From an optimization exercise on the open Yosys and OpenROAD flow, aimed at small area, a short achievable clock period and few clock cycles; shortcuts taken in it are not production practice. Where RTL was checked, it was by simulation tests only, not by an equivalence proof against the original. Power figures rest on the tool's default switching activity, not on a simulated workload.

## epsilon
==> flow/design.v (excerpt) <==
module conv_rescaler #(
    parameter int NB_PIXEL = 19,
    parameter int NB_COUNT = 32,
    parameter int NB_OUT   = 8,
    parameter int NB_FRAC  = 16
) (
    input  logic                clock,
    input  logic                reset,
    input  logic                i_extremesValid,
    input  logic [NB_PIXEL-1:0] i_maxValue,
    input  logic [NB_PIXEL-1:0] i_minValue,
    input  logic [NB_COUNT-1:0] i_imageSize,
    input  logic                i_valid,
    input  logic [NB_PIXEL-1:0] i_convValue,
    output logic                o_ready,
    output logic [NB_OUT-1:0]   o_pixel,
    output logic                o_valid,
    output logic                o_endSignal
);
Size in the first run: roughly 2200 cells after synthesis, roughly 160 flip-flops, ~100 I/O pins, ~18000 um^2 of cells after synthesis.
==> flow/config.mk <==
export PLATFORM = sky130hd
export DESIGN_NAME = conv_rescaler
export DESIGN_NICKNAME = conv_rescaler
export VERILOG_FILES = /design/flow/design.v
export SDC_FILE = /design/flow/constraint.sdc
export NUM_CORES = 4
export LEC_CHECK = 0
export CAP_MARGIN = 20
export CORE_MARGIN = 2
export CORE_UTILIZATION = 40
export SLEW_MARGIN = 20
==> flow/constraint.sdc <==
create_clock -name core_clock -period 9.0 [get_ports {clock}]
set_input_delay 1.8000 -clock core_clock [delete_from_list [all_inputs] [get_ports {clock}]]
set_output_delay 1.8000 -clock core_clock [all_outputs]
set_load 0.01 [all_outputs]
run.sh (not shown) runs the stock make flow with config.mk's settings and CLKGATE_MAP_FILE= SYNTH_SCRIPT=/design/flow/synth_recipe.tcl, a recipe that flattens the netlist after the stock synthesis.
The inputs of gamma differ from those of epsilon as listed below.
- setting SETUP_SLACK_MARGIN to 4 for the first time
- setting ABC_CLOCK_PERIOD_IN_PS to 4500 for the first time
Each of the runs, namely gamma and epsilon, reached the end of the flow and came out clean. For the non-clock buffer count, gamma came in about 40% higher than epsilon did. Compared with epsilon, gamma has extra setup slack. Number of routed nets with antenna violations came out exactly the same in gamma and epsilon. In the flow results for gamma and epsilon, the cell area is smaller on epsilon. Total global-route track usage across gamma and epsilon: no real change. Compared with epsilon, gamma shows total length of routed met2 wires that has gone up by a few percent. Power, gamma and epsilon, higher one = gamma. When the final numbers for gamma and epsilon were put side by side, the portion of total power attributed to combinational logic turned out to be smaller in epsilon. As far as post-synth design cell area goes, gamma and epsilon are indistinguishable; the numbers are identical. Between epsilon and gamma, the half-perimeter wire length of the detailed placement result does not differ in any meaningful way. gamma vs epsilon — length of routed wiring on met1 climbed slightly.
No run of this note included a check of the RTL's function; only the layout flow was run.

---

conv_rescaler, a different RTL version from the one above (not shown whole).
Size in the first run: ~2000 cells after synthesis, roughly 190 flip-flops, ~100 I/O pins.
Settings: LEC_CHECK=0, ABC_CLOCK_PERIOD_IN_PS=4000, CAP_MARGIN=20, CORE_MARGIN=2, CORE_UTILIZATION=40, SETUP_SLACK_MARGIN=5, SLEW_MARGIN=20; clock period 9.0 ns.
The first run went through all stages and came out clean.
Testbench counts at the start, summed over its fixed seeds: cycles 20,296.
==> next run, changes <==
==> flow/flow/run.sh (new file) <==
#!/bin/bash
# Standard layout, with the port buffers made from the smallest plain buffer.
set -euo pipefail
export BUFFER_PORTS_ARGS="-buffer_cell sky130_fd_sc_hd__buf_1"
bash standard.sh > standard_flow.log 2>&1
==> flow/standard.sh (new file) <==
#!/bin/bash
# synth_recipe.tcl (not shown) runs the flow's synth.tcl, then flattens the netlist and writes it again
# the make line also repeats each setting of config.mk as NAME=value (left out here)
make -C /OpenROAD-flow-scripts/flow DESIGN_CONFIG=/design/flow/config.mk WORK_HOME=/design/flow/orfs CLKGATE_MAP_FILE= SYNTH_SCRIPT=/design/flow/synth_recipe.tcl "${@:-finish}"
removed: flow/run.sh
Outcome:
- routed wire length drops slightly
- synthesized cell count is unchanged
- power falls by a few percent
- final area fell by a few percent

---

Another version of the RTL of conv_rescaler (not shown whole).
Size in the first run: ~1600 cells after synthesis, ~100 I/O pins, roughly 0.016 mm² of cells after synthesis.
export LEC_CHECK = 0
export ABC_CLOCK_PERIOD_IN_PS = 2500
export CAP_MARGIN = 20
export CORE_MARGIN = 2
export CORE_UTILIZATION = 40
export SETUP_SLACK_MARGIN = 5
export SLEW_MARGIN = 20
create_clock -name core_clock -period 9.0 [get_ports {clock}]
standard.sh (not shown) runs the stock make flow with config.mk's settings and CLKGATE_MAP_FILE= SYNTH_SCRIPT=/design/flow/synth_recipe.tcl, a recipe that flattens the netlist after the stock synthesis.
==> flow/flow/run.sh <==
#!/bin/bash
# Standard layout, with the port buffers made from the smallest plain buffer and a clock tree
# of clkbuf_8 buffers without dummy loads.
set -euo pipefail
export BUFFER_PORTS_ARGS="-buffer_cell sky130_fd_sc_hd__buf_1"
export CTS_ARGS="-sink_clustering_enable -repair_clock_nets -dont_use_dummy_load -buf_list {sky130_fd_sc_hd__clkbuf_8}"
bash standard.sh > standard_flow.log 2>&1
The baseline produced a clean layout.
Edit:
==> flow/flow/run.sh (replaced) <==
#!/bin/bash
# Standard layout, with the port buffers made from the smallest plain buffer and a clock tree
# of clkbuf_8 buffers, each driving a larger cluster of flip-flops, without dummy loads.
set -euo pipefail
export BUFFER_PORTS_ARGS="-buffer_cell sky130_fd_sc_hd__buf_1"
export CTS_ARGS="-sink_clustering_enable -repair_clock_nets -dont_use_dummy_load -buf_list {sky130_fd_sc_hd__clkbuf_8} -sink_clustering_size 18 -sink_clustering_max_diameter 60"
bash standard.sh > standard_flow.log 2>&1
Settings changed: ABC_CLOCK_PERIOD_IN_PS 2500 to 4000, CORE_UTILIZATION 40 to 60.
Wire length hardly moves. Core utilization climbs by 21 points. Total power drops by 4.0%. Setup slack is worse by 0.050 ns.
Edit:
==> flow/flow/run.sh (replaced) <==
#!/bin/bash
# Standard layout, with the port buffers made from the smallest plain buffer and a clock tree
# of clkbuf_16 buffers, each driving a larger cluster of flip-flops, without dummy loads.
set -euo pipefail
export BUFFER_PORTS_ARGS="-buffer_cell sky130_fd_sc_hd__buf_1"
export CTS_ARGS="-sink_clustering_enable -repair_clock_nets -dont_use_dummy_load -buf_list {sky130_fd_sc_hd__clkbuf_16} -sink_clustering_size 25 -sink_clustering_max_diameter 80"
bash standard.sh > standard_flow.log 2>&1
Settings changed: CORE_UTILIZATION 60 to 40.
- non-clock buffer count decreases by 13
- sequential share of layout area shrinks by 0.51 points
- total power rises by a few percent
- via count decreases by a few percent
- die area goes up by well over a third
- maximum frequency grows slightly
- global-route usage went down by 9.6 points
- setup slack gains 0.026 ns
Edit:
==> flow/flow/run.sh (replaced) <==
#!/bin/bash
# Standard layout, with the port buffers made from the smallest plain buffer and a clock tree
# of clkbuf_8 buffers without dummy loads.
set -euo pipefail
export BUFFER_PORTS_ARGS="-buffer_cell sky130_fd_sc_hd__buf_1"
export CTS_ARGS="-sink_clustering_enable -repair_clock_nets -dont_use_dummy_load -buf_list {sky130_fd_sc_hd__clkbuf_8}"
bash standard.sh > standard_flow.log 2>&1
Settings changed: ABC_AREA from default to 1.
Result:
- The changed run finished clean
- routed wire length rises by about 1.5%
- maximum frequency is about the same
- non-clock buffer count falls by 5
- hold slack gets worse by 0.0073 ns
- sequential power falls by about 8%
- flip-flop and latch count is unchanged
- cell count rises by about 14%
- sequential share of layout area falls by 0.41 points
- synthesized area rises by 1.3%
- register-to-register slack is about the same
Edit:
--- a/flow/flow/run.sh
+++ b/flow/flow/run.sh
@@ -2,2 +2,2 @@
-# Standard layout, with the port buffers made from the smallest plain buffer and a clock tree
-# of clkbuf_8 buffers without dummy loads.
+# Standard layout, with the port buffers made from the smallest plain buffer, a clock tree
+# of clkbuf_8 buffers without dummy loads, and timing repair aiming 3.5 ns below the clock period.
@@ -6,0 +7 @@
+export SETUP_SLACK_MARGIN=5.5
Settings changed: ABC_AREA 1 to default, ABC_CLOCK_PERIOD_IN_PS 4000 to 3500, SETUP_SLACK_MARGIN 5 to default.
Result: Global-route usage is higher by 0.72 points; area after synthesis is lower by 1.3%; routed wire length is higher by 4.7%.
Edit:
==> flow/flow/run.sh (replaced) <==
#!/bin/bash
# Standard layout, with the port buffers made from the smallest plain buffer and a clock tree
# of clkbuf_8 buffers without dummy loads.
set -euo pipefail
export BUFFER_PORTS_ARGS="-buffer_cell sky130_fd_sc_hd__buf_1"
export CTS_ARGS="-sink_clustering_enable -repair_clock_nets -dont_use_dummy_load -buf_list {sky130_fd_sc_hd__clkbuf_8}"
bash standard.sh > standard_flow.log 2>&1
Settings changed: ABC_CLOCK_PERIOD_IN_PS 3500 to 4000, SETUP_SLACK_MARGIN from default to 5.
What happened: The new run completed without violations. Worst setup slack is worse by 0.11 ns. Global-route usage decreases by 1.1 points. Routed wire length decreases by 5.4%. Hold slack stays flat. Non-clock buffer count decreases by 57. Synthesized area is unchanged. Power decreases by 3.1%.
No run of this note included a check of the RTL's function; only the layout flow was run.

---

Setup of oak:
Another version of the RTL of conv_rescaler (not shown whole).
For scale: ~1600 cells after synthesis, roughly 16000 um2 of cells after synthesis.
clock: 9.0 ns
lec_check: 0
abc_clock_period_in_ps: 4000
cap_margin: 20
core_margin: 2
core_utilization: 40
setup_slack_margin: 5
slew_margin: 20
==> flow/flow/run.sh <==
#!/bin/bash
# Standard layout, with the port buffers made from the smallest plain buffer and a clock tree
# of clkbuf_8 buffers without dummy loads.
set -euo pipefail
export BUFFER_PORTS_ARGS="-buffer_cell sky130_fd_sc_hd__buf_1"
export CTS_ARGS="-sink_clustering_enable -repair_clock_nets -dont_use_dummy_load -buf_list {sky130_fd_sc_hd__clkbuf_8}"
bash standard.sh > standard_flow.log 2>&1
diff inputs: oak => pine
# oak
export LEC_CHECK = 0
export ABC_CLOCK_PERIOD_IN_PS = 4000
export CAP_MARGIN = 20
export CORE_MARGIN = 2
export CORE_UTILIZATION = 40
export SETUP_SLACK_MARGIN = 5
export SLEW_MARGIN = 20
create_clock -name core_clock -period 9.0 [get_ports {clock}]
# pine
export LEC_CHECK = 0
export ABC_CLOCK_PERIOD_IN_PS = 3500
export CAP_MARGIN = 20
export CORE_MARGIN = 2
export CORE_UTILIZATION = 40
export SLEW_MARGIN = 20
create_clock -name core_clock -period 9.0 [get_ports {clock}]
-- flow/flow/run.sh --
<<< oak, line 2
# Standard layout, with the port buffers made from the smallest plain buffer and a clock tree
# of clkbuf_8 buffers without dummy loads.
>>> pine, line 2
# Standard layout, with the port buffers made from the smallest plain buffer, a clock tree
# of clkbuf_8 buffers without dummy loads, and timing repair aiming 3.0 ns below the clock period.
<<< oak, line 7
>>> pine, line 7
export SETUP_SLACK_MARGIN=6.0
--- outcome ---
Changes observed in pine relative to oak: number of non-clock buffers now larger; area growth from synthesis to final layout now larger; hold slack now larger; maximum fanout along the worst path now larger; portion of total power attributed to combinational logic now larger.
When the final numbers for pine and oak were put side by side, the actual slew at the worst max-slew pin turned out to be smaller in pine.
Relative to oak, met3 track demand over resource increased by 0.25 points in pine.
On worst stage delay on the critical path, pine and oak are neck and neck.
What birch does differently from pine at the input level:
-- flow/flow/run.sh --
<<< pine, line 3
# of clkbuf_8 buffers without dummy loads, and timing repair aiming 3.0 ns below the clock period.
>>> birch, line 3
# of clkbuf_8 buffers without dummy loads, and timing repair aiming 2.5 ns below the clock period.
<<< pine, line 7
export SETUP_SLACK_MARGIN=6.0
>>> birch, line 7
export SETUP_SLACK_MARGIN=6.5
==> results.txt <==
birch finished all stages; the layout is clean.
Compared pine against birch; worst slack on hold paths within noise.
| total non-filler cell area in the finished layout | lower: pine |
[compare] base=pine new=birch: maximum frequency down about 1%; maximum fanout encountered on the critical timing path down 2; count of cells resized by post-cts repair up about 80%; met3 track utilization from global routing flat; via count up 552.
As far as power of the sequential group is concerned, pine and birch perform about the same.
Going from pine to birch, the detailed-placement wirelength estimate was found to have gone up by 660 um.
Route | birch vs pine | wire longer in birch
Here is what was changed in the inputs of maple compared with birch.
-- flow/flow/run.sh --
<<< birch, line 3
# of clkbuf_8 buffers without dummy loads, and timing repair aiming 2.5 ns below the clock period.
>>> maple, line 3
# of clkbuf_8 buffers without dummy loads, and timing repair aiming 3.4 ns below the clock period.
<<< birch, line 7
export SETUP_SLACK_MARGIN=6.5
>>> maple, line 7
export SETUP_SLACK_MARGIN=5.6
Notes after the runs:
Per the final summary, maple finished and its layout is clean on timing, DRC and antenna.
The higher required arrival time at the worst endpoint of birch and maple is in birch.
Run comparison: birch standard cell with the maximum stage delay on the critical path sky130_fd_sc_hd__or4b_4; maple standard cell with the maximum stage delay on the critical path sky130_fd_sc_hd__fa_1
Delta (maple minus birch): non-clock buffer instance count of the final layout shrank by about 36%, post-layout minimum cycle time moved up, final-layout non-clock buffer area share went down by 4.9 points, total power went down.
No run of this note included a check of the RTL's function; only the layout flow was run.

## port drivers added, routing unchanged
The flow's constraints put no driver on any port. The routed layouts listed below were extracted and timed again, unchanged, in two steps.
Step 1 assumes that a clkbuf_16 drives the clock port and a buf_2 every other input.
Step 2 adds t to the input delays and takes it off the output delays; t is the mean of the earliest and latest rising clock arrival at the registers after step 1. Input paths then give back, and output paths get back, about the clock's delay inside the block.
Slacks: ideal / step 1 / step 2; pairs: ideal / step 1.
| run | shift t [ns] | setup slack, ns | clock arrival spread, ns |
|---|---|---|---|
| epsilon | 0.542 | 2.862 / 2.901 / 2.359 | 0.017 / 0.017 |
| gamma | 0.518 | 4.085 / 4.114 / 3.597 | 0.025 / 0.025 |
| the first run of note 2 | 0.523 | 4.474 / 4.474 / 4.474 | 0.020 / 0.020 |
| the second run of note 2 | 0.526 | 4.559 / 4.559 / 4.559 | 0.016 / 0.015 |
| the first run of note 3 | 0.618 | 5.187 / 5.187 / 5.187 | 0.056 / 0.056 |
| the second run of note 3 | 0.597 | 5.137 / 5.137 / 5.137 | 0.102 / 0.102 |
| the third run of note 3 | 0.578 | 5.164 / 5.164 / 5.164 | 0.099 / 0.099 |
| the fourth run of note 3 | 0.617 | 5.157 / 5.157 / 5.157 | 0.069 / 0.070 |
| the fifth run of note 3 | 0.599 | 5.296 / 5.296 / 5.296 | 0.103 / 0.103 |
| the sixth run of note 3 | 0.618 | 5.187 / 5.187 / 5.187 | 0.056 / 0.056 |
| oak | 0.621 | 5.193 / 5.193 / 5.116 | 0.038 / 0.037 |
| pine | 0.629 | 5.439 / 5.439 / 5.427 | 0.057 / 0.057 |
| birch | 0.631 | 5.404 / 5.404 / 5.404 | 0.065 / 0.066 |
| maple | 0.627 | 5.383 / 5.383 / 5.255 | 0.102 / 0.101 |
After both steps setup and hold are still met in every run listed. The setup slack of epsilon, which loses most, moves by +0.039 ns with the drivers and by -0.503 ns with both steps.
